This is an optimization exercise on Yosys and OpenROAD, whose aim is small area and a short achievable clock period, not a production implementation.
Where RTL was checked, it was by simulation tests only, not by an equivalence proof against the original.
Function not checked in runs 6 and 7: the RTL went through the layout flow alone.
No activity file was given, so power comes from the tool's default toggle rates.

==> design.v <==
package sb_pkg;
    localparam int NUM_FU   = 4;
    localparam int NUM_REGS = 32;
    typedef logic [31:0]       inst_t;
    typedef logic [4:0]        reg_idx_t;    
    typedef logic [2:0]        fu_id_t;
    typedef logic [NUM_FU-1:0] fu_vec_t;     
    typedef logic [4:0]        fu_op_t;
    localparam fu_id_t FU_NONE = 3'd0;
    localparam fu_id_t FU_ALU  = 3'd1;
    localparam fu_id_t FU_MEM  = 3'd2;
    localparam fu_id_t FU_MUL  = 3'd3;
    localparam fu_id_t FU_DIV  = 3'd4;
    localparam logic [6:0] OPC_OP     = 7'b0110011;
    localparam logic [6:0] OPC_OP_IMM = 7'b0010011;
    localparam logic [6:0] OPC_LOAD   = 7'b0000011;
    localparam logic [6:0] OPC_STORE  = 7'b0100011;
    localparam logic [6:0] F7_BASE   = 7'b0000000;
    localparam logic [6:0] F7_ALT    = 7'b0100000;
    localparam logic [6:0] F7_MULDIV = 7'b0000001;
    localparam fu_op_t ALU_ADD   = 5'h00;
    localparam fu_op_t ALU_SUB   = 5'h01;
    localparam fu_op_t ALU_SLL   = 5'h02;
    localparam fu_op_t ALU_SLT   = 5'h03;
    localparam fu_op_t ALU_SLTU  = 5'h04;
    localparam fu_op_t ALU_XOR   = 5'h05;
    localparam fu_op_t ALU_SRL   = 5'h06;
    localparam fu_op_t ALU_SRA   = 5'h07;
    localparam fu_op_t ALU_OR    = 5'h08;
    localparam fu_op_t ALU_AND   = 5'h09;
    localparam fu_op_t ALU_ADDI  = 5'h10;
    localparam fu_op_t ALU_SLLI  = 5'h12;
    localparam fu_op_t ALU_SLTI  = 5'h13;
    localparam fu_op_t ALU_SLTIU = 5'h14;
    localparam fu_op_t ALU_XORI  = 5'h15;
    localparam fu_op_t ALU_SRLI  = 5'h16;
    localparam fu_op_t ALU_SRAI  = 5'h17;
    localparam fu_op_t ALU_ORI   = 5'h18;
    localparam fu_op_t ALU_ANDI  = 5'h19;
    localparam fu_op_t MEM_LB  = 5'b00000;
    localparam fu_op_t MEM_LH  = 5'b00010;
    localparam fu_op_t MEM_LW  = 5'b00100;
    localparam fu_op_t MEM_LBU = 5'b01000;
    localparam fu_op_t MEM_LHU = 5'b01010;
    localparam fu_op_t MEM_SB  = 5'b00001;
    localparam fu_op_t MEM_SH  = 5'b00011;
    localparam fu_op_t MEM_SW  = 5'b00101;
    localparam fu_op_t MUL_MUL    = 5'd0;
    localparam fu_op_t MUL_MULH   = 5'd1;
    localparam fu_op_t MUL_MULHSU = 5'd2;
    localparam fu_op_t MUL_MULHU  = 5'd3;
    localparam fu_op_t DIV_DIV  = 5'd0;
    localparam fu_op_t DIV_DIVU = 5'd1;
    localparam fu_op_t DIV_REM  = 5'd2;
    localparam fu_op_t DIV_REMU = 5'd3;
endpackage
`timescale 1ns/1ps
module sb_top (
    input  logic             clk,
    input  logic             rst,
    input  sb_pkg::inst_t    inst,
    input  logic             inst_valid,
    input  sb_pkg::fu_vec_t  fu_done,
    output logic             issue_ready,
    output sb_pkg::fu_vec_t  fu_en,
    output sb_pkg::fu_op_t   op_ctrl,
    output sb_pkg::reg_idx_t rs1_ctrl,
    output sb_pkg::reg_idx_t rs2_ctrl,
    output sb_pkg::fu_id_t   write_sel,
    output logic             reg_write,
    output sb_pkg::reg_idx_t rd_ctrl
);
    localparam int N = sb_pkg::NUM_FU;
    logic [6:0] opc;
    logic [2:0] f3;
    logic [6:0] f7;
    logic [4:0] rd, rs1, rs2;
    logic       is_op, is_imm, is_ld, is_st;
    logic       f7_base, f7_alt, f7_md, alt_en;
    logic [3:0] alu_lo;
    logic [N-1:0] sel;
    logic       has_rd, use_rs2;
    logic       rd_nz, rs1_nz, rs2_nz;
    assign opc = inst[6:0];
    assign f3  = inst[14:12];
    assign f7  = inst[31:25];
    assign rd  = inst[11:7];
    assign rs1 = inst[19:15];
    assign rs2 = inst[24:20];
    assign is_op   = opc == sb_pkg::OPC_OP;
    assign is_imm  = opc == sb_pkg::OPC_OP_IMM;
    assign is_ld   = opc == sb_pkg::OPC_LOAD;
    assign is_st   = opc == sb_pkg::OPC_STORE;
    assign f7_base = f7 == sb_pkg::F7_BASE;
    assign f7_alt  = f7 == sb_pkg::F7_ALT;
    assign f7_md   = f7 == sb_pkg::F7_MULDIV;
    assign alt_en  = f7_alt & (is_op | f3 == 3'd5);
    always_comb begin
        case (f3)
            3'd0:    alu_lo = alt_en ? 4'd1 : 4'd0;
            3'd1:    alu_lo = 4'd2;
            3'd2:    alu_lo = 4'd3;
            3'd3:    alu_lo = 4'd4;
            3'd4:    alu_lo = 4'd5;
            3'd5:    alu_lo = alt_en ? 4'd7 : 4'd6;
            3'd6:    alu_lo = 4'd8;
            default: alu_lo = 4'd9;
        endcase
    end
    assign sel[0] = (is_op & (f7_base | (f7_alt & (f3 == 3'd0 | f3 == 3'd5)))) |
                    (is_imm & ((f3 != 3'd1 & f3 != 3'd5) | f7_base | alt_en));
    assign sel[1] = (is_ld & f3 != 3'd3 & f3 < 3'd6) | (is_st & f3 < 3'd3);
    assign sel[2] = is_op & f7_md & ~f3[2];
    assign sel[3] = is_op & f7_md &  f3[2];
    assign has_rd  = sel[0] | sel[2] | sel[3] | (sel[1] & ~is_st);
    assign use_rs2 = is_op | is_st;
    assign rd_nz   = rd  != '0;
    assign rs1_nz  = rs1 != '0;
    assign rs2_nz  = rs2 != '0;
    logic [N-1:0] busy, unread, done_q;
    logic [N-1:0][N-1:0] waitm;      
    logic [N-1:0][N-1:0] warm;       
    logic [4:0] op_a;             
    logic [3:0] op_m;             
    logic [1:0] op_x, op_y;       
    logic [4:0] dst_a, dst_x, dst_y;
    logic [4:0] fld_m;            
    logic [N-1:0][4:0] s1_q;
    logic [4:0] s2_a, s2_x, s2_y;
    logic [N-1:0][4:0] op_e;
    logic [N-1:0][4:0] dst_e;
    logic [N-1:0][4:0] s1_e;
    logic [N-1:0][4:0] s2_e;
    logic [N-1:0] pend;
    assign op_e[0]  = op_a;
    assign op_e[1]  = {1'b0, op_m};
    assign op_e[2]  = {3'b000, op_x};
    assign op_e[3]  = {3'b000, op_y};
    assign dst_e[0] = dst_a;
    assign dst_e[1] = op_m[0] ? 5'd0 : fld_m;
    assign dst_e[2] = dst_x;
    assign dst_e[3] = dst_y;
    assign s2_e[0]  = op_a[4] ? 5'd0 : s2_a;
    assign s2_e[1]  = op_m[0] ? fld_m : 5'd0;
    assign s2_e[2]  = s2_x;
    assign s2_e[3]  = s2_y;
    assign pend[0]  = busy[0];
    assign pend[1]  = busy[1] & ~op_m[0];
    assign pend[2]  = busy[2];
    assign pend[3]  = busy[3];
    assign s1_e = s1_q;
    logic [N-1:0] rdy, grant, can, ret;
    always_comb begin
        for (int u = 0; u < N; u++) begin
            rdy[u] = unread[u] & ~|waitm[u];
            can[u] = done_q[u] & ~|warm[u];
        end
    end
    assign grant = rdy & ~(rdy - 1'b1);
    assign ret   = can & ~(can - 1'b1);
    logic [N-1:0] raw, waw_k, war_c;
    logic         struct_hz, waw_hz;
    logic [N-1:0] issue;
    always_comb begin
        for (int k = 0; k < N; k++) begin
            raw[k]   = pend[k] & ((rs1_nz & dst_e[k] == rs1) |
                                  (use_rs2 & rs2_nz & dst_e[k] == rs2));
            waw_k[k] = pend[k] & dst_e[k] == rd;
            war_c[k] = unread[k] & ~grant[k] & ~ret[k] & rd_nz &
                       (s1_e[k] == rd | s2_e[k] == rd);
        end
    end
    assign struct_hz   = |(sel & busy);
    assign waw_hz      = has_rd & rd_nz & |waw_k;
    assign issue_ready = ~struct_hz & ~waw_hz;
    assign issue       = sel & {N{inst_valid & issue_ready}};
    always_ff @(posedge clk or posedge rst) begin
        if (rst) begin
            busy   <= '0;
            unread <= '0;
            done_q <= '0;
        end else begin
            busy   <= issue | (busy & ~ret);
            unread <= issue | (unread & ~grant & ~ret);
            done_q <= fu_done & busy & ~ret;
        end
    end
    for (genvar u = 0; u < N; u++) begin : g_unit
        for (genvar k = 0; k < N; k++) begin : g_pair
            if (k == u) begin : g_self
                assign waitm[u][k] = 1'b0;
                assign warm[u][k]  = 1'b0;
            end else begin : g_other
                logic wait_q, war_q;
                always_ff @(posedge clk) begin
                    if (busy[u]) begin
                        wait_q <= wait_q & ~ret[k];
                        war_q  <= war_q & ~grant[k] & ~ret[k];
                    end else begin
                        wait_q <= raw[k] & ~ret[k];
                        war_q  <= war_c[k] & ((u != 1) | ~is_st);
                    end
                end
                assign waitm[u][k] = wait_q;
                assign warm[u][k]  = war_q;
            end
        end
    end
    always_ff @(posedge clk) begin
        for (int u = 0; u < N; u++) begin
            if (!busy[u]) s1_q[u] <= rs1;
        end
    end
    always_ff @(posedge clk) begin
        if (!busy[0]) begin
            op_a  <= {is_imm, alu_lo};
            dst_a <= rd;
            s2_a  <= rs2;
        end
        if (!busy[1]) begin
            op_m  <= {f3, is_st};
            fld_m <= is_st ? rs2 : rd;
        end
        if (!busy[2]) begin
            op_x  <= f3[1:0];
            dst_x <= rd;
            s2_x  <= rs2;
        end
        if (!busy[3]) begin
            op_y  <= f3[1:0];
            dst_y <= rd;
            s2_y  <= rs2;
        end
    end
    always_comb begin
        op_ctrl  = '0;
        rs1_ctrl = '0;
        rs2_ctrl = '0;
        rd_ctrl  = '0;
        for (int u = 0; u < N; u++) begin
            op_ctrl  = op_ctrl  | (op_e[u] & {5{grant[u]}});
            rs1_ctrl = rs1_ctrl | (s1_e[u] & {5{grant[u]}});
            rs2_ctrl = rs2_ctrl | (s2_e[u] & {5{grant[u]}});
            rd_ctrl  = rd_ctrl  | (dst_e[u] & {5{ret[u]}});
        end
    end
    assign fu_en     = grant;
    assign write_sel = {ret[3], ret[1] | ret[2], ret[0] | ret[2]};
    assign reg_write = rd_ctrl != '0;
endmodule
==> flow/run.sh <==
#!/bin/bash
# Standard layout, with plain buffers (not delay cells) on the ports.
set -euo pipefail
bash standard.sh BUFFER_PORTS_ARGS="-buffer_cell sky130_fd_sc_hd__buf_2" > standard.log 2>&1
==> standard.sh <==
#!/bin/bash
# synth_recipe.tcl (not shown) runs the flow's synth.tcl, then flattens the netlist and writes it again
# the make line also repeats each setting of config.mk as NAME=value (left out here)
make -C /OpenROAD-flow-scripts/flow DESIGN_CONFIG=/design/flow/config.mk WORK_HOME=/design/flow/orfs CLKGATE_MAP_FILE= SYNTH_SCRIPT=/design/flow/synth_recipe.tcl "${@:-finish}"
==> config.mk <==
export PLATFORM = sky130hd
export DESIGN_NAME = sb_top
export DESIGN_NICKNAME = sb_top
export VERILOG_FILES = /design/flow/design.v
export SDC_FILE = /design/flow/constraint.sdc
export NUM_CORES = 4
export LEC_CHECK = 0
export CAP_MARGIN = 20
export CORE_MARGIN = 2
export CORE_UTILIZATION = 40
export SETUP_SLACK_MARGIN = 2.5
export SLEW_MARGIN = 20
==> constraint.sdc <==
create_clock -name core_clock -period 6.0 [get_ports {clk}]
set_input_delay 1.2000 -clock core_clock [delete_from_list [all_inputs] [get_ports {clk}]]
set_output_delay 1.2000 -clock core_clock [all_outputs]
set_load 0.01 [all_outputs]
==> results of run 1 <==
==> worst min-delay path: stages, from the launching register on <==
cell and delay [ps]:
dfxtp_2 330, nand3_1 60, o21ai_1 50
==> cells in the mapped netlist, types with 3 or more instances <==
library cell,instances,area (µm²)
nor2_1,26,97.6
nor3_1,13,65.1
nand4_1,7,43.8
edfxtp_1,68,2040
o31ai_1,5,37.5
nor2b_1,4,25.0
clkbuf_1,28,105
dfrtp_1,12,300
a22oi_1,11,82.6
a21oi_1,6,30.0
xnor2_1,61,534
nand2_1,59,221
o21bai_1,3,22.5
a31oi_1,10,62.6
o22ai_1,6,37.5
mux2_2,5,56.3
o21ai_0,49,245
dfxtp_1,24,480
nor4b_1,7,61.3
o2111ai_1,3,26.3
buf_2,13,65.1
nor4_1,9,56.3
a221o_1,11,110
nor4bb_1,9,90.1
nand2b_1,7,43.8
xor2_1,29,254
o32ai_1,3,26.3
inv_1,9,33.8
and3_1,4,25.0
and2_1,4,25.0
nand3_1,34,170
==> final cells by class <==
class | instances | area [µm²]
Timing Repair Buffer | 101 | 754
Clock inverter | 7 | 77.6
Fill cell | 1328 | 7260
Tap cell | 184 | 230
Sequential cell | 104 | 2820
Multi-Input combinational cell | 424 | 3010
Clock buffer | 9 | 225
Inverter | 9 | 41.3
==> cell families after synthesis <==
logic type	after synthesis	share of synthesized area, %
flops	104	48.3
buf+inv	53	3.81
compound gates	124	14.2
mux	7	1.31
xor+xnor	90	13.5
simple gates	203	18.9
==> layer usage <==
layer | track usage (%) | wire length (µm) | vias up
li1 | - | - | 2270
met1 | 30.8 | 7710 | 2394
met2 | 36.7 | 8450 | 213
met3 | 5.50 | 1300 | 42
met4 | 9.54 | 567 | 0
met5 | 0 | 0 | -
==> power groups by stage <==
stage	Sequential [mW]	Clock, mW	Combinational [mW]
floorplan	0.779	0	0.0692
global placement	0.780	0	0.0968
detailed placement	0.780	0	0.0996
CTS	0.764	0.607	0.122
global route	0.764	0.636	0.134
finish	0.764	0.598	0.124
==> sequential cells by signal (all words and copies together) (netlist names) <==
| name | flops |
|---|---|
| busy | 4 |
| done_q | 4 |
| dst_a | 5 |
| dst_x | 5 |
| dst_y | 5 |
| fld_m | 5 |
| g_unit.g_pair.g_other.wait_q | 12 |
| g_unit.g_pair.g_other.war_q | 12 |
| op_a | 5 |
| op_m | 4 |
| op_x | 2 |
| op_y | 2 |
| s1_q | 20 |
| s2_a | 5 |
| s2_x | 5 |
| s2_y | 5 |
| unread | 4 |
==> stage by stage <==
stage,std cells,total power [mW]
floorplan,581,0.849
global placement,794,0.877
detailed placement,794,0.879
CTS,829,1.49
global route,838,1.53
finish,838,1.49
==> what timing repair did <==
action	in CTS	in global routing
cloned	2	1
buffers inserted	17	8
pin swaps	11	7
endpoints found under the setup margin	20	11
gates resized for setup	46	13
==> cell usage in the layout, fill, tap and decap left out, types with 7 or more instances in the layout <==
cell type,n
o21ai_0,45
nor2_1,26
nor3_1,7
inv_1,7
buf_4,29
nor4bb_1,8
a221o_1,11
nand4_1,7
dfxtp_1,23
dfrtp_1,12
clkbuf_16,10
a31oi_1,10
edfxtp_1,68
nand3_1,34
buf_2,62
a22oi_1,10
nand2_1,56
xor2_1,29
xnor2_1,61
nand2b_1,7
==> path summary, 6_finish.rpt <==
path	endpoint	startpoint	slack (ps)
max	issue_ready	inst[10]	2180
min	g_unit[0].g_pair[2].g_other.war_q	g_unit[0].g_pair[2].g_other.war_q	470
max reg2reg	busy[3]	fld_m[0]	3450
min reg2reg	g_unit[0].g_pair[2].g_other.war_q	g_unit[0].g_pair[2].g_other.war_q	470
max in group asynchronous	busy[0]	rst	4810
min in group asynchronous	unread[2]	rst	850
==> summary.txt, run 1 <==
Route
  • Initial DRC Count: between 400 and 500
  • DR vias: around 4,900
  • DR DRC count: 0
  • Routed vias/inst: between 5 and 6
  • DRT Pass-1 Iters: 5
  • Post-route antenna net violation count: 0
  • Routed wire per std cell: 21.5 µm
  • Final WL: ~18 mm

Power
  • Switching share of total power: 22.8%
  • Logic pwr share: ~8.3%
  • P_leak: 2.74 nW
  • Clk pwr share: about two fifths
  • Reg power frac: roughly half
  • Peak supply drop: between 0.15 and 0.2 mV
  • Switching Power: approximately 0.34 mW
  • Cell Int Power: about 1.1 mW
  • Power Density: roughly 210 mW/mm²

Global route
  • Vias in the first global route: roughly 4,800
  • Total gr overflow: 0
  • Global-route wire length before repair: roughly 27 mm
  • Largest net degree at the start of global routing: 26
  • Initial antenna violation count: 0
  • Aggregate global-route resource usage: 23.2%

Critical path
  • Crit. End Element: output pin
  • Crit path max fanout: 12
  • Delay-heaviest family, CP: compound AO/OA/AOI/OAI gates
  • Instance count on the critical path: 9
  • Worst path cell trace: buf_16, nor4bb_4, a22oi_2, a211oi_2, nor4_2, buf_4, o21ai_4, a21boi_2, buf_2
  • Critical Path RT: between 4000 and 5000 ps
  • Critical path class: in -> out
  • R2R cell count: 6
  • Crit path largest cell delay: ~290 ps
  • Critical Path Start Type: input port
  • Arrival @ worst endpoint: 2620 ps
  • Buffer and inverter count on the worst path: 3
  • Max stage delay cell, worst path: a211oi_2

Clocking
  • CTS root buf: clkbuf_16
  • H-tree levels: 3
  • CTS Buffer Depth: 2
  • Clk latency of the worst-skew pair: approximately 360 ps
  • Clock sink count: around 100
  • Hold-fix buffers, CTS: 0
  • Clock-pin slew on the worst setup and hold paths: about 70 ps
  • CTS Buf Count: 9
  • TritonCTS clock tree: built

Timing
  • FMAX: roughly 0.26 GHz
  • Fin. max-slew vios: 0
  • Fin crit share: 63.7%
  • Final WS setup: 2180 ps
  • RSZ-0062 raised after global routing: true
  • Setup Skew: between 6 and 7 ps
  • Final Critical Period: approximately 3800 ps
  • Slew @ Worst Pin: 698 ps
  • Final Setup Violations: 0
  • Setup TNS: 0 ps
  • Final Hold Viols: 0
  • Hold slack final: 475 ps
  • Max_slew headroom: a little over half

Floorplan
  • Io pins: a little under 70
  • DIE HEIGHT: approximately 120 µm
  • Core area: ~0.014 mm²
  • Initial Util: 40.5%
  • Row count: 44
  • Die extent in x: around 120 µm
  • Die footprint: roughly 0.016 mm²

Logic synthesis
  • Number of synthesized flops with an enable pin: slightly below 70
  • Async SR Flop Fraction: between 10% and 20%
  • Synthesized flop and latch total: around 100
  • Yosys cell types: 63
  • Synth Cell Area: between 0.005 and 0.006 mm²
  • Gate Count Post-Synth: 581
  • Post-Syn Nets: 620
  • Average size of a mapped cell: slightly above 10 µm²
  • Register area share after synthesis: between 40 and 50%
  • Synth warn: 1
  • Predominant post-synthesis flop cell: edfxtp_1

Final layout
  • Share of layout cells above drive strength 1: between 20 and 30%
  • Post-route cell area: 0.00716 mm²
  • Finished Core Util: around half
  • Final Net Count: just under 700
  • Ant. Diodes: 0
  • Area Growth Syn to Fin: 22.6%

Status
  • Status: complete, no violations

Placed design
  • Detailed Place HPWL: 12.2 mm
  • Dpl ws: between 1500 and 2000 ps
  • PortBufs: 67
  • Post-Place Cell Area: around 0.0063 mm²
  • GP Congestion: ~0.86

Min path
  • Hold path depth: 2
  • HP Class: reg -> reg

Job
  • Max cap viols: 0
==> run 2, diff against run 1 <==
--- a/config.mk
+++ b/config.mk
@@ -10,2 +10,3 @@
 export CORE_UTILIZATION = 40
+export CTS_BUF_LIST = sky130_fd_sc_hd__clkbuf_4 sky130_fd_sc_hd__clkbuf_8
 export SETUP_SLACK_MARGIN = 2.5
==> run 2 against run 1 <==
Compared with the run above:
- setup slack worse by 21 ps
- clock-buffer cell count did not move
- wire length increased by 1.1%
- via count stayed put
- area after synthesis unchanged
- still clean
- clock power fell by 25%
- die area unchanged
==> summary.txt, run 2 <==
Critical path
  • R2R cell count: 6
  • Critical Path Start Type: input port
  • Reg2reg setup slack: 3420 ps
  • Crit path max fanout: 3
  • R2r startpoint: fld_m[0]
  • Arrival @ worst endpoint: about 2600 ps
  • Crit. End Element: output pin
  • Critical path class: in -> out
  • Reg-to-reg endpoint: busy[2]
  • Critical Path RT: about 4800 ps

Placed design
  • GP Congestion: roughly 0.86
  • Detailed Place HPWL: 12.2 mm
  • PortBufs: 67

Timing
  • Fin crit share: ~64%
  • FMAX: between 0.2 and 0.3 GHz
  • Setup TNS: 0 ps
  • Final Hold Viols: 0
  • Setup Skew: between 10 and 15 ps
  • Final Critical Period: between 3000 and 4000 ps
  • RSZ-0062 raised after global routing: true
  • Final Setup Violations: 0
  • Max_slew headroom: 53.0%
  • Fin. max-slew vios: 0
  • Slew @ Worst Pin: roughly 700 ps

Power
  • Peak supply drop: between 0.1 and 0.15 mV
  • Switching share of total power: a little under a quarter
  • Logic pwr share: under 10%
  • Reg power frac: around 57%
  • Cell Int Power: 1.02 mW
  • Power Density: around 190 mW/mm²
  • P_leak: roughly 2.7 nW
  • Switching Power: between 0.3 and 0.4 mW
  • Clk pwr share: around a third

Clocking
  • Clock sink count: between 100 and 150
  • Clock-pin slew on the worst setup and hold paths: about 90 ps
  • CTS Buf Count: 9
  • Clk latency of the worst-skew pair: roughly 400 ps
  • Hold-fix buffers, CTS: 0
  • H-tree levels: 3
  • CTS root buf: clkbuf_8
  • CTS Buffer Depth: 2
  • TritonCTS clock tree: built

Logic synthesis
  • Gate Count Post-Synth: just under 600
  • Synth warn: 1
  • Post-synth top area cell: edfxtp_1
  • Average size of a mapped cell: slightly above 10 µm²
  • Synthesized flop and latch total: approximately 100
  • Yosys cell types: 63
  • Synth Cell Area: roughly 0.006 mm²
  • Largest cells by area after synthesis: edfxtp_1 35%, xnor2_1 9.1%, dfxtp_1 8.2%
  • Most frequent cell after synthesis: edfxtp_1
  • Number of synthesized flops with an enable pin: 68
  • Async SR Flop Fraction: roughly 12%
  • Register area share after synthesis: 48.3%
  • Top cell type's share of synthesized area: 34.9%
  • Commonest cells post-synth: 68 x edfxtp_1, 61 x xnor2_1, 59 x nand2_1, 49 x o21ai_0, 34 x nand3_1
  • Post-Syn Nets: 620
  • Predominant post-synthesis flop cell: edfxtp_1

Final layout
  • Largest regs: s1_q: 20 flops, g_unit.g_pair.g_other.wait_q: 12 flops, g_unit.g_pair.g_other.war_q: 12 flops
  • Largest register FFs: 20
  • Finished Core Util: between 40% and 50%
  • Final Net Count: just under 700
  • Share of layout cells above drive strength 1: between 20% and 30%
  • Ant. Diodes: 0
  • Most frequent cells in the layout: 68 x edfxtp_1, 62 x buf_2, 61 x xnor2_1
  • Largest Register: s1_q
  • Leading cell type in the layout, fill and taps excluded: edfxtp_1
  • Fillcell total: 1,339
  • Area Growth Syn to Fin: 22.1%

Job
  • Max cap viols: 0

Route
  • DRT Pass-1 Iters: 6
  • Routed wire per std cell: between 20 and 25 µm
  • DR vias: 4,919
  • Initial DRC Count: 536
  • Final WL: ~18 mm
  • Post-route antenna net violation count: 0
  • Routed vias/inst: between 5 and 6
  • DR DRC count: 0

Min path
  • Hold Crit Start: g_unit[2].g_pair[3].g_other.wait_q
  • Hold path endpoint: g_unit[2].g_pair[3].g_other.wait_q
  • HP Class: reg -> reg
  • Hold path depth: 2

Floorplan
  • Die footprint: ~0.016 mm²
  • Row count: 44
  • Die extent in x: about 120 µm
  • Initial Util: 40.5%
  • Io pins: between 60 and 70
  • DIE HEIGHT: ~120 µm
  • Core area: 0.0144 mm²

Global route
  • Total gr overflow: 0
  • Vias in the first global route: ~4,800
  • Aggregate global-route resource usage: around a quarter
  • Initial antenna violation count: 0
  • Largest net degree at the start of global routing: 26
  • Global-route wire length before repair: between 20 and 30 mm

Status
  • Status: complete, no violations
==> run 2: cell types whose count changed in the layout (fill, tap and decap cells not counted), sizes merged <==
cell,change
clkbuf,-1
nor3,+1
bufbuf,+1
buf,+3
==> run 2: area by class of cell <==
class / instances / area, µm² / share of cell area, %
clock inverters: 7 / 77.6 / 1.09
repair buffers: 104 / 788 / 11.0
multi-input cells: 425 / 3050 / 42.7
clock buffers: 9 / 124 / 1.74
inverters: 9 / 41.3 / 0.579
flip-flops and latches: 104 / 2830 / 39.6
well taps: 184 / 230 / 3.23
==> run 2: worst max-delay path, stage by stage <==
cell and delay (ps):
buf_2 110, nor4b_2 350, nand4_1 240, o32a_1 410, a21boi_2 180, buf_2 140
==> run 2: kinds of logic (layout without fill, tap and decap cells) <==
| logic type | after synthesis | count (layout) | synth area share (%) |
|---|---|---|---|
| flops | 104 | 104 | 48.3 |
| buf+inv | 53 | 129 | 3.81 |
| compound gates | 124 | 124 | 14.2 |
| simple gates | 203 | 204 | 18.9 |
| xor+xnor | 90 | 90 | 13.5 |
| mux | 7 | 7 | 1.31 |
==> run 2: metrics by stage <==
step / hold WS (ps) / instances / total power, mW / worst slack, ps / instance area (µm²)
after floorplan: 440 / 581 / 0.849 / 2380 / 5890
after global placement: 457 / 794 / 0.877 / 1730 / 6310
after detailed placement: 471 / 794 / 0.879 / 1650 / 6310
after CTS: 486 / 832 / 1.34 / 2200 / 6990
after global routing: 519 / 842 / 1.39 / 2070 / 7140
final: 485 / 842 / 1.34 / 2160 / 7140
==> run 2: repair_timing <==
action / CTS / global route
pin swaps: 15 / 6
resized for setup: 50 / 17
setup endpoints to repair: 21 / 10
setup buffers: 19 / 9
gates cloned: 3 / 1
==> run 2: metal layers <==
layer  GRT usage [%]  wire [µm]  part of all wire, %  up-vias
li1                -          -                    -     2287
met1            30.8       7850                   43     2399
met2            37.5       8630                   47      189
met3            6.19       1210                  6.6       44
met4            8.24        535                  2.9        0
met5               0          0                    0        -
==> run 2: power by group through the flow <==
stage	clock network (mW)	logic [mW]	registers, mW
global placement	0	0.0968	0.780
floorplan	0	0.0692	0.779
CTS	0.455	0.122	0.763
finish	0.448	0.124	0.764
global route	0.488	0.134	0.764
detailed placement	0	0.0996	0.780
==> run 2: how the worst max path moves through the flow <==
stage	from	to	cells after the start	slack [ps]
finish	inst[30]	issue_ready	6	2160
global route	inst[7]	issue_ready	10	2070
CTS	inst[7]	issue_ready	7	2200
detailed placement	inst[10]	issue_ready	8	1650
global placement	inst[10]	issue_ready	8	1730
floorplan	inst[7]	issue_ready	7	2380
==> run 3, diff against run 2 <==
--- a/config.mk
+++ b/config.mk
@@ -10,4 +10,3 @@
 export CORE_UTILIZATION = 40
-export CTS_BUF_LIST = sky130_fd_sc_hd__clkbuf_4 sky130_fd_sc_hd__clkbuf_8
-export SETUP_SLACK_MARGIN = 2.5
+export SETUP_SLACK_MARGIN = 3.5
 export SLEW_MARGIN = 20
==> run 3 against run 2 <==
Compared with the run above:
- hold slack improved by 0.85 ps
- fmax up 1.7%
- die area is the same
- sequential share of layout area fell by 4.5 points
- setup slack gained 64 ps
- non-clock buffer count grew 38
- area after synthesis stayed put
- largest power group unchanged
==> summary.txt, run 3 <==
Global route
  • Global-route wire length before repair: roughly 29 mm
  • Grt met1 use: about 32%
  • Largest net degree at the start of global routing: 24
  • Initial antenna violation count: 0
  • Vias in the first global route: between 4,000 and 5,000
  • GR Layer Usage met3: roughly 5%
  • Gr busiest metal: met2
  • Total gr overflow: 0
  • Aggregate global-route resource usage: between 20% and 30%
  • Met2 usage: slightly above 40%

Logic synthesis
  • Predominant post-synthesis flop cell: edfxtp_1
  • Async SR Flop Fraction: around 12%
  • Largest family of logic cells by synthesized area: simple AND/OR/NAND/NOR gates
  • Synth warn: 1
  • Yosys cell types: 63
  • Synth Cell Area: 0.00584 mm²
  • Post-synth top area cell: edfxtp_1
  • Largest cells by area after synthesis: edfxtp_1 35%, xnor2_1 9.1%, dfxtp_1 8.2%
  • Simple-gate share of the synthesized area: around a fifth
  • Adder and majority gate portion of the synthesized area: 0%
  • Average size of a mapped cell: approximately 10 µm²
  • Post-Synth XOR/XNOR Area: 13.5%
  • Number of synthesized flops with an enable pin: 68
  • Post-Syn Nets: 620
  • Register area share after synthesis: between 40% and 50%
  • Most frequent cell after synthesis: edfxtp_1
  • Commonest cells post-synth: 68 x edfxtp_1, 61 x xnor2_1, 59 x nand2_1, 49 x o21ai_0, 34 x nand3_1
  • Post-synthesis mux area share: under 10%
  • Top cell type's share of synthesized area: roughly a third
  • Post-synthesis compound-gate area fraction: between 10% and 20%
  • Gate Count Post-Synth: roughly 580
  • Synthesized flop and latch total: 104

Timing
  • RSZ-0062 raised after global routing: true
  • Max_slew headroom: roughly half
  • Final Hold Viols: 0
  • Hold slack final: 486 ps
  • Final Setup Violations: 0
  • Slew @ Worst Pin: approximately 720 ps
  • FMAX: 0.265 GHz
  • Fin crit share: between 60% and 70%
  • Setup TNS: 0 ps
  • Setup Skew: 8.32 ps
  • Final WS setup: approximately 2200 ps
  • Fin. max-slew vios: 0
  • Final Critical Period: 3780 ps

Route
  • DR DRC count: 0
  • Final WL: between 15 and 20 mm
  • Post-route antenna net violation count: 0
  • DR vias: ~5,200
  • Initial DRC Count: 438
  • Routed vias/inst: between 5 and 6
  • Routed wire per std cell: 22.1 µm
  • DRT Pass-1 Iters: 5

Placed design
  • Dpl cells: a little under 800
  • Detailed Place HPWL: ~12 mm
  • Dpl ws: ~1700 ps
  • PortBufs: 67
  • GP Congestion: 0.887
  • Post-Place Cell Area: about 0.0064 mm²

Final layout
  • Largest register FFs: 20
  • Post-route cell area: 0.00807 mm²
  • Area Growth Syn to Fin: 38.1%
  • Fillcell total: roughly 1,200
  • Flip-flop and latch area: between 0.002 and 0.003 mm²
  • Share of layout cells above drive strength 1: between 30% and 40%
  • Ant. Diodes: 0
  • Most frequent cells in the layout: 68 x edfxtp_1, 58 x xnor2_1, 54 x buf_2
  • Multi-input gate area: between 0.003 and 0.004 mm²
  • Largest Register: s1_q
  • Final Net Count: roughly 730
  • Finished Core Util: 56.0%
  • Leading cell type in the layout, fill and taps excluded: edfxtp_1
  • Largest regs: s1_q: 20 flops, g_unit.g_pair.g_other.wait_q: 12 flops, g_unit.g_pair.g_other.war_q: 12 flops
  • Fin cells: approximately 880

Clocking
  • Clock sink count: around 100
  • CTS Buf Count: 9
  • H-tree levels: 3
  • Clock-pin slew on the worst setup and hold paths: 70 ps
  • CTS root buf: clkbuf_16
  • CTS Buffer Depth: 2
  • Clk latency of the worst-skew pair: 360 ps
  • TritonCTS clock tree: built

Critical path
  • Critical Path Start Type: input port
  • Arrival @ worst endpoint: around 2600 ps
  • Most Frequent Cell on Critical Path: buf_2
  • Crit path max fanout: 3
  • Crit path largest cell delay: 410 ps
  • Max stage delay cell, worst path: o32a_1
  • Crit. End Element: output pin
  • Worst path cell trace: buf_2, nor4b_4, nand4_1, o32a_1, a21boi_2, buf_2
  • Critical Path RT: 4800 ps
  • Critical path class: in -> out

Job
  • Max cap viols: 0

Floorplan
  • Io pins: 68
  • Row count: 44
  • Initial Util: 40.5%
  • Die extent in x: between 100 and 150 µm
  • Die footprint: roughly 0.016 mm²
  • DIE HEIGHT: 125 µm
  • Core area: approximately 0.014 mm²

Status
  • Status: complete, no violations

Power
  • Peak supply drop: 0.158 mV
  • Final Power: 1.49 mW
  • Power Density: between 150 and 200 mW/mm²
  • P_leak: approximately 3.1 nW

Min path
  • HP Class: reg -> reg
run 3: cell type report:
type	instances	share of cell area [%]
clock buffer	9	2.79
multi-input combinational	424	42.3
tap	184	2.85
timing repair buffer	142	15.6
clock inverter	7	0.853
inverter	9	0.512
sequential	104	35.1
run 3: repair_timing:
item / in CTS / in global routing
resized for setup: 111 / 55
endpoints found under the setup margin: 61 / 63
pin swaps: 41 / 28
gates cloned: 4 / 2
hold buffers: 0 / 0
buffers inserted: 47 / 19
run 3: final timing paths:
check	startpoint	to	slack [ps]	depth (start not counted)
min in group asynchronous	rst	unread[2]	870	2
min	g_unit[3].g_pair[2].g_other.war_q	g_unit[3].g_pair[2].g_other.war_q	490	2
max in group asynchronous	rst	busy[2]	4780	2
min reg2reg	g_unit[3].g_pair[2].g_other.war_q	g_unit[3].g_pair[2].g_other.war_q	490	2
max reg2reg	busy[0]	busy[0]	2510	20
max	inst[30]	issue_ready	2220	6
run 3: report_power, final:
part	total (mW)	internal [mW]	switching, mW
clock	0.598	0.324	0.274
combinational	0.134	0.0628	0.0711
sequential	0.763	0.762	0.000699
run 3: cell families after synthesis:
logic type	after synthesis
AOI/OAI and AO/OA	124
xor gates and xnor gates	90
buffers and inverters	53
DFF	104
muxes	7
and+or+nand+nor	203
run 3: critical path: cells and delay by family:
family                 cells  cell delay [ps]
AOI/OAI and AO/OA          2              580
buffers and inverters      2              270
and+or+nand+nor            2              520
run 3: metal layers:
metal  wire length, µm  share of wire, %
met5                 0                 0
met4               419               2.2
met3              1290               6.7
met2              9510                49
met1              8170                42
==> run 4, diff against run 3 <==
==> run.sh (new file) <==
#!/bin/bash
# synth_recipe.tcl (not shown) runs the flow's synth.tcl, then flattens the netlist and writes it again
# the make line also repeats each setting of config.mk as NAME=value (left out here)
make -C /OpenROAD-flow-scripts/flow DESIGN_CONFIG=/design/flow/config.mk WORK_HOME=/design/flow/orfs CLKGATE_MAP_FILE= SYNTH_SCRIPT=/design/flow/synth_recipe.tcl finish
--- a/config.mk
+++ b/config.mk
@@ -10,3 +10,3 @@
 export CORE_UTILIZATION = 40
-export SETUP_SLACK_MARGIN = 3.5
+export SETUP_SLACK_MARGIN = 2.5
 export SLEW_MARGIN = 20
removed: flow/run.sh
removed: standard.sh
==> run 4 against run 3 <==
Compared with the run above:
- critical endpoint unchanged
- global-route usage about the same
- via count down 0.35%
- combinational power is essentially flat
- first-iteration DRC count up 1.6%
- area after synthesis unchanged
==> summary.txt, run 4 <==
Power
  • Reg power frac: approximately half
  • Power Density: 195 mW/mm²
  • Clk pwr share: 40.2%
  • Final Power: 1.50 mW
  • Peak supply drop: roughly 0.15 mV
  • Logic pwr share: ~8.8%
  • Cell Int Power: 1.15 mW
  • Switching Power: ~0.35 mW
  • Switching share of total power: between 20% and 30%
  • P_leak: ~3.0 nW

Floorplan
  • Initial Util: 40.5%
  • Die extent in x: about 120 µm
  • Die footprint: 0.0156 mm²
  • DIE HEIGHT: ~120 µm
  • Row count: 44
  • Io pins: between 60 and 70
  • Core area: 0.0144 mm²

Timing
  • Setup TNS: 0 ps
  • RSZ-0062 raised after global routing: true
  • Fin. max-slew vios: 0
  • FMAX: around 0.26 GHz
  • Final Critical Period: about 3900 ps
  • Final Setup Violations: 0
  • Final WS setup: about 2100 ps
  • Final Hold Viols: 0
  • Setup Skew: roughly 8 ps
  • Fin crit share: 64.9%
  • Slew @ Worst Pin: 845 ps
  • Max_slew headroom: between 40% and 50%

Final layout
  • Largest Register: s1_q
  • Largest register FFs: 20
  • Share of layout cells above drive strength 1: between 20% and 30%
  • Ant. Diodes: 0
  • Largest regs: s1_q: 20 flops, g_unit.g_pair.g_other.wait_q: 12 flops, g_unit.g_pair.g_other.war_q: 12 flops
  • Area Growth Syn to Fin: 31.4%
  • Final Net Count: between 700 and 800
  • Fillcell total: roughly 1,300
  • Finished Core Util: 53.2%
  • Leading cell type in the layout, fill and taps excluded: edfxtp_1
  • Most frequent cells in the layout: 68 x edfxtp_1, 60 x xnor2_1, 55 x nand2_1
  • Post-route cell area: about 0.0077 mm²

Logic synthesis
  • Commonest cells post-synth: 68 x edfxtp_1, 61 x xnor2_1, 59 x nand2_1, 49 x o21ai_0, 34 x nand3_1
  • Largest cells by area after synthesis: edfxtp_1 35%, xnor2_1 9.1%, dfxtp_1 8.2%
  • Top cell type's share of synthesized area: between 30% and 40%
  • Synth warn: 1
  • Predominant post-synthesis flop cell: edfxtp_1
  • Yosys cell types: between 60 and 70
  • Post-synth top area cell: edfxtp_1
  • Gate Count Post-Synth: between 500 and 600
  • Average size of a mapped cell: around 10 µm²
  • Post-Syn Nets: 620
  • Async SR Flop Fraction: a little under an eighth
  • Synthesized flop and latch total: 104
  • Register area share after synthesis: about 48%
  • Synth Cell Area: about 0.0058 mm²
  • Number of synthesized flops with an enable pin: between 60 and 70
  • Most frequent cell after synthesis: edfxtp_1

Route
  • Initial DRC Count: ~450
  • Routed wire per std cell: 22.2 µm
  • Final WL: around 19 mm
  • Post-route antenna net violation count: 0
  • DR DRC count: 0
  • DR vias: 5,134
  • Routed vias/inst: 5.96
  • DRT Pass-1 Iters: 7

Job
  • Max cap viols: 0

Critical path
  • Crit path max fanout: 8
  • Arrival @ worst endpoint: roughly 2700 ps
  • Critical Path RT: about 4800 ps
  • Critical Path Start Type: input port
  • Crit. End Element: output pin
  • Critical path class: in -> out

Clocking
  • CTS Buf Count: 9
  • TritonCTS clock tree: built
  • H-tree levels: 3
  • CTS Buffer Depth: 2
  • Clock sink count: ~100
  • Hold-fix buffers, CTS: 0
  • Clock-pin slew on the worst setup and hold paths: roughly 70 ps
  • Clk latency of the worst-skew pair: between 300 and 400 ps
  • CTS root buf: clkbuf_16

Status
  • Status: complete, no violations

Global route
  • Global-route wire length before repair: 29.1 mm
  • Total gr overflow: 0
  • Vias in the first global route: 5,088
  • Largest net degree at the start of global routing: 24
  • Aggregate global-route resource usage: around 24%
  • Initial antenna violation count: 0

Placed design
  • GP Congestion: 0.933
  • Detailed Place HPWL: 12.4 mm
  • PortBufs: 67
  • Post-Place Cell Area: 0.00670 mm²
  • Dpl ws: about 870 ps

Min path
  • HP Class: reg -> reg
[run 4: cell counts after synthesis]
Identical to the previous run, type by type.
[run 4: layer usage]
layer / global-route usage [%] / up-vias / routed length [µm]
met1: 31.6 / 2533 / 7870
met5: 0 / - / 0
met3: 3.91 / 46 / 1230
li1: - / 2314 / -
met2: 41.2 / 241 / 9370
met4: 9.54 / 0 / 605
[run 4: critical path, stage by stage]
cell	delay (ps)
buf_6	120
and3b_1	190
a22oi_2	200
a211oi_2	120
nor4_2	290
buf_4	180
o21ai_4	60
a21boi_2	180
buf_2	150
[run 4: cell families after synthesis]
kind of cell / Yosys count / synth area share, %
AND/OR/NAND/NOR: 203 / 18.9
AO/OA/AOI/OAI: 124 / 14.2
flip-flops: 104 / 48.3
buffers and inverters: 53 / 3.81
XOR/XNOR: 90 / 13.5
multiplexers: 7 / 1.31
[run 4: layout make-up]
type / instances / area (µm²) / share of cell area [%]
multi-input combinational: 424 / 3100 / 40.4
clock inverter: 7 / 77.6 / 1.01
sequential: 104 / 2830 / 36.8
tap: 184 / 230 / 3.00
timing repair buffer: 124 / 1180 / 15.4
clock buffer: 9 / 225 / 2.93
inverter: 9 / 33.8 / 0.440
[run 4: stage by stage]
stage / instances / hold slack (ps)
2_1_floorplan: 581 / 440
3_3_place_gp: 801 / 457
3_5_place_dp: 802 / 460
4_1_cts: 858 / 477
5_1_grt: 861 / 506
6_report: 861 / 485
[run 4: final timing paths]
kind,start,end,cells after the start,slack (ps)
worst max register to register,fld_m[0],busy[3],6,3390
worst min register to register,g_unit[3].g_pair[0].g_other.war_q,g_unit[3].g_pair[0].g_other.war_q,2,480
max in group asynchronous,rst,busy[0],2,4510
min in group asynchronous,rst,unread[0],2,1150
worst max-delay path,inst[10],issue_ready,9,2110
worst min-delay path,g_unit[3].g_pair[0].g_other.war_q,g_unit[3].g_pair[0].g_other.war_q,2,480
[run 4: repair_timing]
item | in CTS | in global routing
resized for setup | 143 | 18
pin swaps | 28 | 11
gates cloned | 3 | 0
buffers inserted | 37 | 3
setup endpoints to repair | 23 | 13
[run 4: power groups by stage]
stage / Sequential [mW] / Clock, mW / Combinational, mW
floorplan: 0.779 / 0 / 0.0692
global placement: 0.780 / 0 / 0.112
detailed placement: 0.780 / 0 / 0.115
CTS: 0.764 / 0.607 / 0.130
global route: 0.764 / 0.634 / 0.141
finish: 0.764 / 0.602 / 0.133
==> run 5, diff against run 4 <==
--- a/config.mk
+++ b/config.mk
@@ -10,3 +10,2 @@
 export CORE_UTILIZATION = 40
-export SETUP_SLACK_MARGIN = 2.5
 export SLEW_MARGIN = 20
==> run 5 against run 4 <==
Compared with the run above:
- die area unchanged
- critical path depth shrank 1
- register-to-register slack hardly changed
- first-iteration DRC count decreased by 20%
- sequential power about the same
- largest cell class unchanged
- sequential cell count unchanged
==> summary.txt, run 5 <==
Critical path
  • Arrival @ worst endpoint: 4040 ps
  • Max stage delay cell, worst path: clkdlybuf4s50_1
  • Crit path largest cell delay: 600 ps
  • Critical path class: in -> out
  • R2r startpoint: fld_m[0]
  • Instance count on the critical path: 8
  • Setup crit end: issue_ready
  • Reg-to-reg endpoint: unread[3]
  • Worst path cell trace: clkdlybuf4s50_1, buf_4, or2_2, or4_1, nand2_1, o21ai_0, a21boi_0, clkdlybuf4s50_1
  • Critical Path RT: between 4000 and 5000 ps
  • Buffer and inverter count on the worst path: 3
  • CP startpoint: inst[9]
  • Delay-heaviest family, CP: buffers and inverters
  • Reg2reg setup slack: about 3400 ps
  • R2R cell count: 6
  • Crit. End Element: output pin
  • Most Frequent Cell on Critical Path: clkdlybuf4s50_1
  • Critical Path Start Type: input port
  • Crit path max fanout: 11

Route
  • Initial DRC Count: 355
  • Final WL: 17.7 mm
  • DRT Pass-1 Iters: 7
  • DR vias: approximately 4,800
  • Top sig layer: met4
  • Metal-1 WL: between 7 and 8 mm
  • Routed wire per std cell: between 20 and 25 µm
  • Met2 WL: about 8.4 mm
  • DR DRC count: 0
  • Post-route antenna net violation count: 0
  • Met3 wire length: 1.10 mm
  • Routed vias/inst: approximately 6

Global route
  • Largest net degree at the start of global routing: 26
  • Global-route wire length before repair: roughly 28 mm
  • Aggregate global-route resource usage: between 20% and 30%
  • Initial antenna violation count: 0
  • Vias in the first global route: around 4,800
  • Total gr overflow: 0

Clocking
  • Resize count post-CTS: 0
  • Clock-pin slew on the worst setup and hold paths: 70 ps
  • Hold-fix buffers, CTS: 0
  • H-tree levels: 3
  • # Post-CTS Setup Buffers: 0
  • Clock sink count: 104
  • CTS root buf: clkbuf_16
  • CTS Buffer Depth: 2
  • Clk latency of the worst-skew pair: between 300 and 400 ps
  • TritonCTS clock tree: built
  • CTS Buf Count: 9

Final layout
  • Final Net Count: around 670
  • Fillcell total: around 1,300
  • Fin cells: roughly 820
  • Ant. Diodes: 0
  • Area Growth Syn to Fin: 19.5%
  • Largest register FFs: 20
  • Share of layout cells above drive strength 1: under 10%
  • Leading cell type in the layout, fill and taps excluded: edfxtp_1
  • Most frequent cells in the layout: 68 x edfxtp_1, 67 x clkdlybuf4s50_1, 61 x xnor2_1
  • Largest Register: s1_q
  • Finished Core Util: 48.4%
  • Largest regs: s1_q: 20 flops, g_unit.g_pair.g_other.wait_q: 12 flops, g_unit.g_pair.g_other.war_q: 12 flops

Floorplan
  • Row count: 44
  • Initial Util: 40.5%
  • DIE HEIGHT: roughly 120 µm
  • Die footprint: 0.0156 mm²
  • Core area: 0.0144 mm²
  • Io pins: approximately 70
  • Die extent in x: 125 µm

Timing
  • Setup TNS: 0 ps
  • Final Hold Viols: 0
  • Fin. max-slew vios: 0
  • Final Critical Period: approximately 5200 ps
  • Fin crit share: around 87%
  • Hold slack final: approximately 480 ps
  • Setup Skew: ~7.9 ps
  • FMAX: about 0.19 GHz
  • Max_slew headroom: approximately half
  • Slew @ Worst Pin: ~760 ps
  • RSZ-0062 raised after global routing: false
  • Final Setup Violations: 0

Logic synthesis
  • Top cell type's share of synthesized area: around a third
  • Gate Count Post-Synth: ~580
  • Most frequent cell after synthesis: edfxtp_1
  • Synthesized flop and latch total: approximately 100
  • Commonest cells post-synth: 68 x edfxtp_1, 61 x xnor2_1, 59 x nand2_1, 49 x o21ai_0, 34 x nand3_1
  • Predominant post-synthesis flop cell: edfxtp_1
  • Average size of a mapped cell: 10.1 µm²
  • Post-synth top area cell: edfxtp_1
  • Post-Syn Nets: a little over 600
  • Largest cells by area after synthesis: edfxtp_1 35%, xnor2_1 9.1%, dfxtp_1 8.2%
  • Synth warn: 1
  • Yosys cell types: 63
  • Async SR Flop Fraction: a little under an eighth
  • Register area share after synthesis: around half
  • Number of synthesized flops with an enable pin: a little under 70
  • Synth Cell Area: 0.00584 mm²

Status
  • Status: complete, no violations

Min path
  • HP Class: reg -> reg

Placed design
  • GP Congestion: 0.941
  • Dpl cells: 801
  • PortBufs: 67
  • Detailed Place HPWL: 12.6 mm

Power
  • Power Density: about 210 mW/mm²
  • P_leak: 2.45 nW
  • Peak supply drop: roughly 0.14 mV

Job
  • Max cap viols: 0
run 5: cell counts after synthesis:
Identical to the previous run, type by type.
run 5: worst min-delay path by stage:
stage,start,to,slack (ps),cells past startpoint
finish,g_unit[3].g_pair[2].g_other.war_q,g_unit[3].g_pair[2].g_other.war_q,480,2
CTS,g_unit[2].g_pair[1].g_other.wait_q,g_unit[2].g_pair[1].g_other.wait_q,480,2
global placement,g_unit[0].g_pair[2].g_other.war_q,g_unit[0].g_pair[2].g_other.war_q,460,2
floorplan,g_unit[3].g_pair[0].g_other.war_q,g_unit[3].g_pair[0].g_other.war_q,440,2
detailed placement,g_unit[2].g_pair[1].g_other.wait_q,g_unit[2].g_pair[1].g_other.wait_q,470,2
global route,g_unit[2].g_pair[3].g_other.wait_q,g_unit[2].g_pair[3].g_other.wait_q,510,2
run 5: cell families (layout without fill, tap and decap cells):
| family | after synthesis | after routing | synth area share (%) |
|---|---|---|---|
| buffers and inverters | 53 | 105 | 3.81 |
| muxes | 7 | 7 | 1.31 |
| xor gates and xnor gates | 90 | 90 | 13.5 |
| AOI/OAI and AO/OA | 124 | 124 | 14.2 |
| DFF | 104 | 104 | 48.3 |
| and+or+nand+nor | 203 | 203 | 18.9 |
run 5: per-stage QoR:
step / area (µm²) / setup WS, ps / total power, mW
floorplan: 5840 / 2110 / 0.846
global placement: 6680 / 757 / 0.892
detailed placement: 6690 / 744 / 0.894
CTS: 6980 / 746 / 1.46
global route: 6990 / 603 / 1.51
finish: 6990 / 761 / 1.45
run 5: metal layers:
| metal | global-route usage [%] | up-vias |
|---|---|---|
| met4 | 8.24 | 0 |
| met5 | 0 | - |
| met3 | 5.46 | 34 |
| li1 | - | 2230 |
| met1 | 30.2 | 2336 |
| met2 | 37.6 | 180 |
run 5: tightest hold or removal path, cell delays in order, from the launching register on:
cell	delay [ps]
dfxtp_1	310
nand3_1	70
o21ai_1	60
run 5: power breakdown:
part | leakage, nW | internal (mW) | switching, mW
clock network | 0.135 | 0.290 | 0.279
logic | 1.39 | 0.0542 | 0.0618
registers | 0.929 | 0.763 | 0.000449
total | 2.45 | 1.11 | 0.342
run 5: layout make-up:
cell class | instances | area (µm²) | area share [%]
clock buffer | 9 | 225 | 3.22
timing repair buffer | 80 | 768 | 11.0
tap | 184 | 230 | 3.30
clock inverter | 7 | 61.3 | 0.878
multi-input combinational | 424 | 2840 | 40.7
inverter | 9 | 33.8 | 0.484
sequential | 104 | 2820 | 40.4
==> run 6, diff against run 5 <==
--- a/design.v
+++ b/design.v
@@ -119,3 +119,4 @@
     assign rs2_nz  = rs2 != '0;
-    logic [N-1:0] busy, unread, done_q;
+    logic [N-1:0] busy, unread;
+    logic [N-1:0] can_q;          
     logic [N-1:0][N-1:0] waitm;      
@@ -155,3 +156,2 @@
             rdy[u] = unread[u] & ~|waitm[u];
-            can[u] = done_q[u] & ~|warm[u];
         end
@@ -159,2 +159,3 @@
     assign grant = rdy & ~(rdy - 1'b1);
+    assign can   = can_q;
     assign ret   = can & ~(can - 1'b1);
@@ -176,2 +177,6 @@
     assign issue       = sel & {N{inst_valid & issue_ready}};
+    logic [N-1:0] war_left;
+    always_comb begin
+        for (int u = 0; u < N; u++) war_left[u] = |(warm[u] & ~grant & ~ret);
+    end
     always_ff @(posedge clk or posedge rst) begin
@@ -180,3 +185,3 @@
             unread <= '0;
-            done_q <= '0;
+            can_q  <= '0;
         end else begin
@@ -184,3 +189,3 @@
             unread <= issue | (unread & ~grant & ~ret);
-            done_q <= fu_done & busy & ~ret;
+            can_q  <= fu_done & busy & ~ret & ~war_left;
         end
@@ -248,3 +253,7 @@
     assign write_sel = {ret[3], ret[1] | ret[2], ret[0] | ret[2]};
-    assign reg_write = rd_ctrl != '0;
+    logic [N-1:0] dst_nz;
+    always_comb begin
+        for (int u = 0; u < N; u++) dst_nz[u] = dst_e[u] != '0;
+    end
+    assign reg_write = |(ret & dst_nz);
 endmodule
==> flow/run.sh (new file) <==
#!/bin/bash
# Standard layout, with plain buffers (not delay cells) on the ports.
set -euo pipefail
bash standard.sh BUFFER_PORTS_ARGS="-buffer_cell sky130_fd_sc_hd__buf_2" > standard.log 2>&1
==> standard.sh (new file) <==
#!/bin/bash
# synth_recipe.tcl (not shown) runs the flow's synth.tcl, then flattens the netlist and writes it again
# the make line also repeats each setting of config.mk as NAME=value (left out here)
make -C /OpenROAD-flow-scripts/flow DESIGN_CONFIG=/design/flow/config.mk WORK_HOME=/design/flow/orfs CLKGATE_MAP_FILE= SYNTH_SCRIPT=/design/flow/synth_recipe.tcl "${@:-finish}"
--- a/config.mk
+++ b/config.mk
@@ -10,2 +10,3 @@
 export CORE_UTILIZATION = 40
+export SETUP_SLACK_MARGIN = 2.5
 export SLEW_MARGIN = 20
removed: run.sh
==> run 6 against run 5 <==
Compared with the run above:
- sequential share of layout area about the same
- highest routed layer unchanged
- largest power group unchanged
- utilization down 0.77 points
- combinational power grew to 5.6 times the previous value
- clock-buffer cell count increased by 1
- via count increased by 1.3%
- synthesized cell count decreased by 1.9%
- total power rose by 64%
- hold slack worse by 23 ps
==> summary.txt, run 6 <==
Status
  • Status: complete, no violations

Global route
  • Initial antenna violation count: 0
  • Total gr overflow: 0
  • Vias in the first global route: between 4,000 and 5,000
  • Aggregate global-route resource usage: about 23%
  • Global-route wire length before repair: between 20 and 30 mm
  • Largest net degree at the start of global routing: 25

Logic synthesis
  • Average size of a mapped cell: 10.6 µm²
  • Gate Count Post-Synth: 570
  • Post-synth top area cell: edfxtp_1
  • Number of synthesized flops with an enable pin: slightly below 70
  • Register area share after synthesis: 46.8%
  • Async SR Flop Fraction: around 12%
  • Largest cells by area after synthesis: edfxtp_1 34%, dfxtp_1 8.0%, xnor2_1 7.7%
  • Synth Cell Area: 0.00603 mm²
  • Most frequent cell after synthesis: edfxtp_1
  • Synthesized flop and latch total: 104
  • Top cell type's share of synthesized area: about a third
  • Predominant post-synthesis flop cell: edfxtp_1
  • Commonest cells post-synth: 68 x edfxtp_1, 53 x xnor2_1, 48 x nand2_1, 40 x xor2_1, 32 x nor2_1
  • Synth warn: 1
  • Yosys cell types: 77
  • Post-Syn Nets: 609

Timing
  • Final Critical Period: approximately 3800 ps
  • Slew @ Worst Pin: approximately 1100 ps
  • RSZ-0062 raised after global routing: true
  • Setup TNS: 0 ps
  • Final Setup Violations: 0
  • Fin crit share: 64.0%
  • Max_slew headroom: between 20% and 30%
  • FMAX: between 0.2 and 0.3 GHz
  • Final Hold Viols: 0
  • Fin. max-slew vios: 0
  • Setup Skew: approximately 11 ps

Placed design
  • Detailed Place HPWL: between 10 and 15 mm
  • PortBufs: 67
  • GP Congestion: ~0.9

Power
  • P_leak: ~2.7 nW
  • Peak supply drop: 0.178 mV
  • Logic pwr share: a little over a quarter
  • Cell Int Power: about 1.5 mW
  • Final Power: around 2.4 mW
  • Switching Power: 0.858 mW
  • Reg power frac: a little under half
  • Switching share of total power: between 30% and 40%
  • Clk pwr share: between 20% and 30%
  • Power Density: 341 mW/mm²

Clocking
  • TritonCTS clock tree: built
  • H-tree levels: 3
  • CTS root buf: clkbuf_16
  • Clk latency of the worst-skew pair: roughly 360 ps
  • Clock-pin slew on the worst setup and hold paths: 80 ps
  • CTS Buf Count: 9
  • CTS Buffer Depth: 2
  • Clock sink count: between 100 and 150

Route
  • DR DRC count: 0
  • Post-route antenna net violation count: 0
  • DR vias: just under 5,000
  • Final WL: between 15 and 20 mm
  • Routed vias/inst: around 6
  • Initial DRC Count: around 480
  • Routed wire per std cell: 21.7 µm
  • DRT Pass-1 Iters: 5

Critical path
  • Crit. End Element: output pin
  • Critical Path Start Type: input port
  • Arrival @ worst endpoint: 2640 ps
  • Crit path max fanout: 3
  • Critical Path RT: around 4800 ps
  • R2R cell count: 9
  • Reg2reg setup slack: 3720 ps
  • Reg-to-reg endpoint: g_unit[1].g_pair[3].g_other.war_q
  • Critical path class: in -> out
  • R2r startpoint: g_unit[0].g_pair[3].g_other.wait_q

Floorplan
  • Io pins: a little under 70
  • Row count: 44
  • Initial Util: a little over 40%
  • DIE HEIGHT: 127 µm
  • Die footprint: roughly 0.016 mm²
  • Core area: between 0.01 and 0.015 mm²
  • Die extent in x: between 100 and 150 µm

Final layout
  • Largest register FFs: 20
  • Most frequent cells in the layout: 68 x edfxtp_1, 61 x buf_2, 53 x xnor2_1
  • Leading cell type in the layout, fill and taps excluded: edfxtp_1
  • Area Growth Syn to Fin: 15.7%
  • Final Net Count: 668
  • Ant. Diodes: 0
  • Largest regs: s1_q: 20 flops, g_unit.g_pair.g_other.wait_q: 12 flops, g_unit.g_pair.g_other.war_q: 12 flops
  • Fillcell total: around 1,400
  • Largest Register: s1_q
  • Share of layout cells above drive strength 1: between 20% and 30%

Min path
  • Hold path depth: 1
  • Hold Crit Start: g_unit[2].g_pair[1].g_other.war_q
  • HP Class: reg -> reg
  • Hold path endpoint: can_q[2]

Job
  • Max cap viols: 0
## run 6: routing by layer
layer	GRT usage [%]	up-vias	part of all wire, %
met5	0	-	0
met1	29.5	2381	42
met2	36.7	206	48
li1	-	2211	-
met3	4.77	43	6.6
met4	9.44	0	2.9
## run 6: metrics by stage
step	hold WS [ps]	utilization [%]	cell area (µm²)	std cells	worst slack (ps)
floorplan	407	-	6040	570	2410
global placement	429	43.5	6380	781	1950
detailed placement	438	43.5	6380	781	1900
CTS	457	46.9	6860	806	2180
global route	467	47.7	6980	818	2050
finish	456	47.7	6980	818	2160
## run 6: timing repair
action,in CTS,in global routing
hold buffers,0,0
resized for setup,22,4
setup endpoints to repair,16,6
pin swaps,4,3
setup buffers,9,12
## run 6: cell families after synthesis
family	count (synthesis)	share of synthesized area, %
flops	104	46.8
simple gates	201	19.6
mux	9	1.64
compound gates	113	13.7
buf+inv	50	4.75
xor+xnor	93	13.5
## run 6: layout make-up
class                      count  area, µm²  share of cell area (%)
clock buffer                  10        239                    3.42
clock inverter                 6       67.6                   0.968
inverter                       6       33.8                   0.484
multi-input combinational    416       3020                    43.3
sequential                   104       2820                    40.4
tap                          184        230                    3.30
timing repair buffer          92        562                    8.05
## run 6: power groups by stage
| stage | Clock (mW) | Sequential, mW | Combinational (mW) |
|---|---|---|---|
| 2_1_floorplan | 0 | 1.02 | 0.481 |
| 3_5_place_dp | 0 | 1.13 | 0.595 |
| 6_report | 0.601 | 1.13 | 0.650 |
| 4_1_cts | 0.614 | 1.12 | 0.619 |
| 5_1_grt | 0.640 | 1.15 | 0.707 |
| 3_3_place_gp | 0 | 1.13 | 0.584 |
## run 6: worst max-delay path by stage
stage | start | to | cells past startpoint
3_5_place_dp | inst[8] | issue_ready | 8
4_1_cts | inst[28] | issue_ready | 8
2_1_floorplan | inst[28] | issue_ready | 6
3_3_place_gp | inst[8] | issue_ready | 8
6_report | inst[28] | issue_ready | 8
5_1_grt | inst[28] | issue_ready | 8
## run 6: critical path, cell delays in order
cell      delay [ps]
buf_6             90
or4_4            550
nor3_4           170
a21o_1           190
a21oi_4           80
o221ai_1         180
nor2_1            50
buf_2            130
==> run 7, diff against run 6 <==
--- a/config.mk
+++ b/config.mk
@@ -7,2 +7,3 @@
 export LEC_CHECK = 0
+export ABC_AREA = 1
 export CAP_MARGIN = 20
==> run 7 against run 6 <==
Compared with the run above:
- register-to-register slack gained 180 ps
- total power shrank 36%
- die area is essentially flat
- critical endpoint unchanged
- hold slack gained 21 ps
- area after synthesis is essentially flat
- fmax grew 8.2%
- largest cell class unchanged
- via count grew 16%
- still clean on timing, DRC and antenna
- cell area grew 4.9%
- wire length grew 14%
==> summary.txt, run 7 <==
Status
  • Status: complete, no violations

Final layout
  • Share of layout cells above drive strength 1: between 20% and 30%
  • Largest register FFs: 20
  • Largest regs: s1_q: 20 flops, g_unit.g_pair.g_other.wait_q: 12 flops, g_unit.g_pair.g_other.war_q: 12 flops
  • Largest Register: s1_q
  • Area Growth Syn to Fin: 21.4%
  • Final Net Count: 860
  • Leading cell type in the layout, fill and taps excluded: nand2_1
  • Most frequent cells in the layout: 190 x nand2_1, 71 x inv_1, 68 x edfxtp_1
  • Ant. Diodes: 0

Logic synthesis
  • Post-synth top area cell: edfxtp_1
  • Synth warn: 1
  • Most frequent cell after synthesis: nand2_1
  • Average size of a mapped cell: between 8 and 9 µm²
  • Number of synthesized flops with an enable pin: 68
  • Predominant post-synthesis flop cell: edfxtp_1
  • Commonest cells post-synth: 203 x nand2_1, 78 x inv_1, 68 x edfxtp_1, 67 x nor2_1, 61 x nand3_1
  • Yosys cell types: 46
  • Async SR Flop Fraction: between 10% and 20%
  • Synthesized flop and latch total: roughly 100
  • Top cell type's share of synthesized area: about 34%
  • Register area share after synthesis: approximately 47%
  • Gate Count Post-Synth: 736
  • Synth Cell Area: 0.00603 mm²
  • Largest cells by area after synthesis: edfxtp_1 34%, nand2_1 13%, dfxtp_1 8.0%
  • Post-Syn Nets: 775

Min path
  • Hold path endpoint: g_unit[1].g_pair[0].g_other.wait_q
  • Hold path depth: 2
  • HP Class: reg -> reg
  • Hold Crit Start: g_unit[1].g_pair[0].g_other.wait_q

Critical path
  • Arrival @ worst endpoint: about 2400 ps
  • R2r startpoint: op_m[0]
  • Critical path class: in -> out
  • Reg-to-reg endpoint: unread[1]
  • R2R cell count: 13
  • Critical Path RT: around 4800 ps
  • Crit. End Element: output pin
  • Reg2reg setup slack: ~4000 ps
  • Critical Path Start Type: input port
  • Crit path max fanout: 5

Route
  • DR DRC count: 0
  • Initial DRC Count: roughly 520
  • Final WL: between 20 and 25 mm
  • Post-route antenna net violation count: 0
  • DR vias: ~5,600
  • Routed vias/inst: 5.55
  • Routed wire per std cell: between 20 and 25 µm
  • DRT Pass-1 Iters: 5

Global route
  • Vias in the first global route: roughly 5,500
  • Aggregate global-route resource usage: around a quarter
  • Largest net degree at the start of global routing: 25
  • Total gr overflow: 0
  • Initial antenna violation count: 0
  • Global-route wire length before repair: approximately 31 mm

Timing
  • Setup Skew: ~11 ps
  • Fin crit share: 59.1%
  • RSZ-0062 raised after global routing: true
  • Setup TNS: 0 ps
  • Fin. max-slew vios: 0
  • Final Setup Violations: 0
  • Final Critical Period: ~3500 ps
  • Max_slew headroom: 43.6%
  • Final WS setup: approximately 2500 ps
  • Final Hold Viols: 0
  • FMAX: 0.282 GHz
  • Slew @ Worst Pin: 839 ps

Clocking
  • CTS root buf: clkbuf_16
  • Hold-fix buffers, CTS: 0
  • CTS Buffer Depth: 2
  • H-tree levels: 3
  • TritonCTS clock tree: built
  • Clk latency of the worst-skew pair: 360 ps
  • CTS Buf Count: 9
  • Clock sink count: ~100
  • Clock-pin slew on the worst setup and hold paths: 70 ps

Floorplan
  • Io pins: a little under 70
  • Die extent in x: between 100 and 150 µm
  • Row count: 44
  • DIE HEIGHT: between 100 and 150 µm
  • Die footprint: 0.0161 mm²
  • Initial Util: about two fifths
  • Core area: 0.0146 mm²

Power
  • P_leak: between 3 and 4 nW
  • Power Density: ~210 mW/mm²
  • Peak supply drop: between 0.1 and 0.15 mV

Job
  • Max cap viols: 0

Placed design
  • Dpl ws: between 1500 and 2000 ps
  • Detailed Place HPWL: 14.7 mm
  • PortBufs: 67
  • GP Congestion: 0.924
run 7: cell types whose count changed after synthesis, sizes merged, moves of 9 or more:
cell    previous run  this run
a221o             11         0
buf               27        13
inv                5        82
nand2             49       206
nand2b             9         0
nand3             28        63
nand4              8        28
nor2              39        69
xnor2             53        20
run 7: worst max-delay path, cell delays in order:
cell and delay (ps):
buf_12 110, clkinvlp_4 120, buf_6 110, o21ai_1 50, nor2_1 120, nand3_1 80, nand2_1 100, clkinv_2 70
nand2_4 60, nand3_4 70, and2_4 150, buf_6 110
run 7: per-layer routing:
layer,share of wire (%),vias up,wire (µm),global-route usage (%)
met5,0,-,0,0
met3,8.2,37,1660,4.93
met4,2.3,0,467,9.95
met2,46,273,9240,40.9
met1,44,2664,8890,35.9
li1,-,2631,-,-
run 7: cells by family after synthesis:
kind of cell              Yosys count  synth area share (%)
AOI/OAI and AO/OA                  74                  8.28
buffers and inverters             115                  8.84
DFF                               104                  46.8
xor gates and xnor gates           53                  7.70
and+or+nand+nor                   390                  28.4
run 7: where the power goes:
part	total, mW	switching, mW	internal [mW]
Clock	0.647	0.279	0.369
Sequential	0.762	0	0.762
Combinational	0.122	0.0730	0.0495
run 7: cell type report:
cell class                      count  area, µm²
Fill cell                        1434       7320
Inverter                           86        350
Clock inverter                      4       43.8
Sequential cell                   104       2820
Clock buffer                       12        289
Multi-Input combinational cell    517       2850
Timing Repair Buffer              103        731
Tap cell                          184        230
run 7: stage by stage:
| stage | utilization [%] | instance area [µm²] | cells | hold slack (ps) | power, mW |
|---|---|---|---|---|---|
| floorplan | - | 6030 | 736 | 447 | 0.839 |
| global placement | 43.8 | 6410 | 962 | 462 | 0.872 |
| detailed placement | 43.8 | 6410 | 962 | 467 | 0.874 |
| CTS | 49.2 | 7210 | 1004 | 479 | 1.54 |
| global route | 50.0 | 7320 | 1010 | 505 | 1.58 |
| finish | 50.0 | 7320 | 1010 | 477 | 1.53 |
run 7: worst max path at each step:
| stage | end | cells past startpoint | slack [ps] | start |
|---|---|---|---|---|
| finish | issue_ready | 12 | 2450 | inst[8] |
| CTS | op_ctrl[0] | 7 | 2420 | g_unit[0].g_pair[2].g_other.wait_q |
| global placement | issue_ready | 12 | 2010 | inst[8] |
| detailed placement | issue_ready | 12 | 1980 | inst[8] |
| global route | issue_ready | 12 | 2350 | inst[8] |
| floorplan | issue_ready | 11 | 2600 | inst[9] |
run 7: what timing repair did:
action                     in CTS  in global routing
setup endpoints to repair      18                 15
buffers inserted               26                  5
pin swaps                      27                 11
resized for setup              77                 18

==> static timing again, ports no longer ideal <==
The flow's constraints put no driver on any port. The routed layouts listed below were extracted and timed again, unchanged, in two steps.
Step 1 assumes that a clkbuf_16 drives the clock port and a buf_2 every other input.
Step 2, shift: input delay + t, output delay - t, t = (earliest + latest rising clock arrival at the registers) / 2. This alone moves slack from input paths to output paths.
Three values: ideal ports, drivers, drivers and shift; two values: the first two.
run | t (ns) | setup WS [ns] | pins driven straight from the clock port
run 1 | 0.404 | 2.180 / 2.091 / 2.091 | 1
run 2 | 0.431 | 2.159 / 2.077 / 2.077 | 1
run 3 | 0.398 | 2.223 / 2.122 / 1.865 | 1
run 4 | 0.399 | 2.105 / 2.073 / 2.073 | 1
run 5 | 0.392 | 0.761 / 0.738 / 0.738 | 1
run 6 | 0.401 | 2.161 / 2.130 / 2.130 | 1
run 7 | 0.398 | 2.453 / 2.394 / 2.394 | 1
After both steps setup and hold are still met in every run listed. For run 3, which loses most, drivers alone change the setup slack by -0.101 ns; drivers and shift together by -0.358 ns.
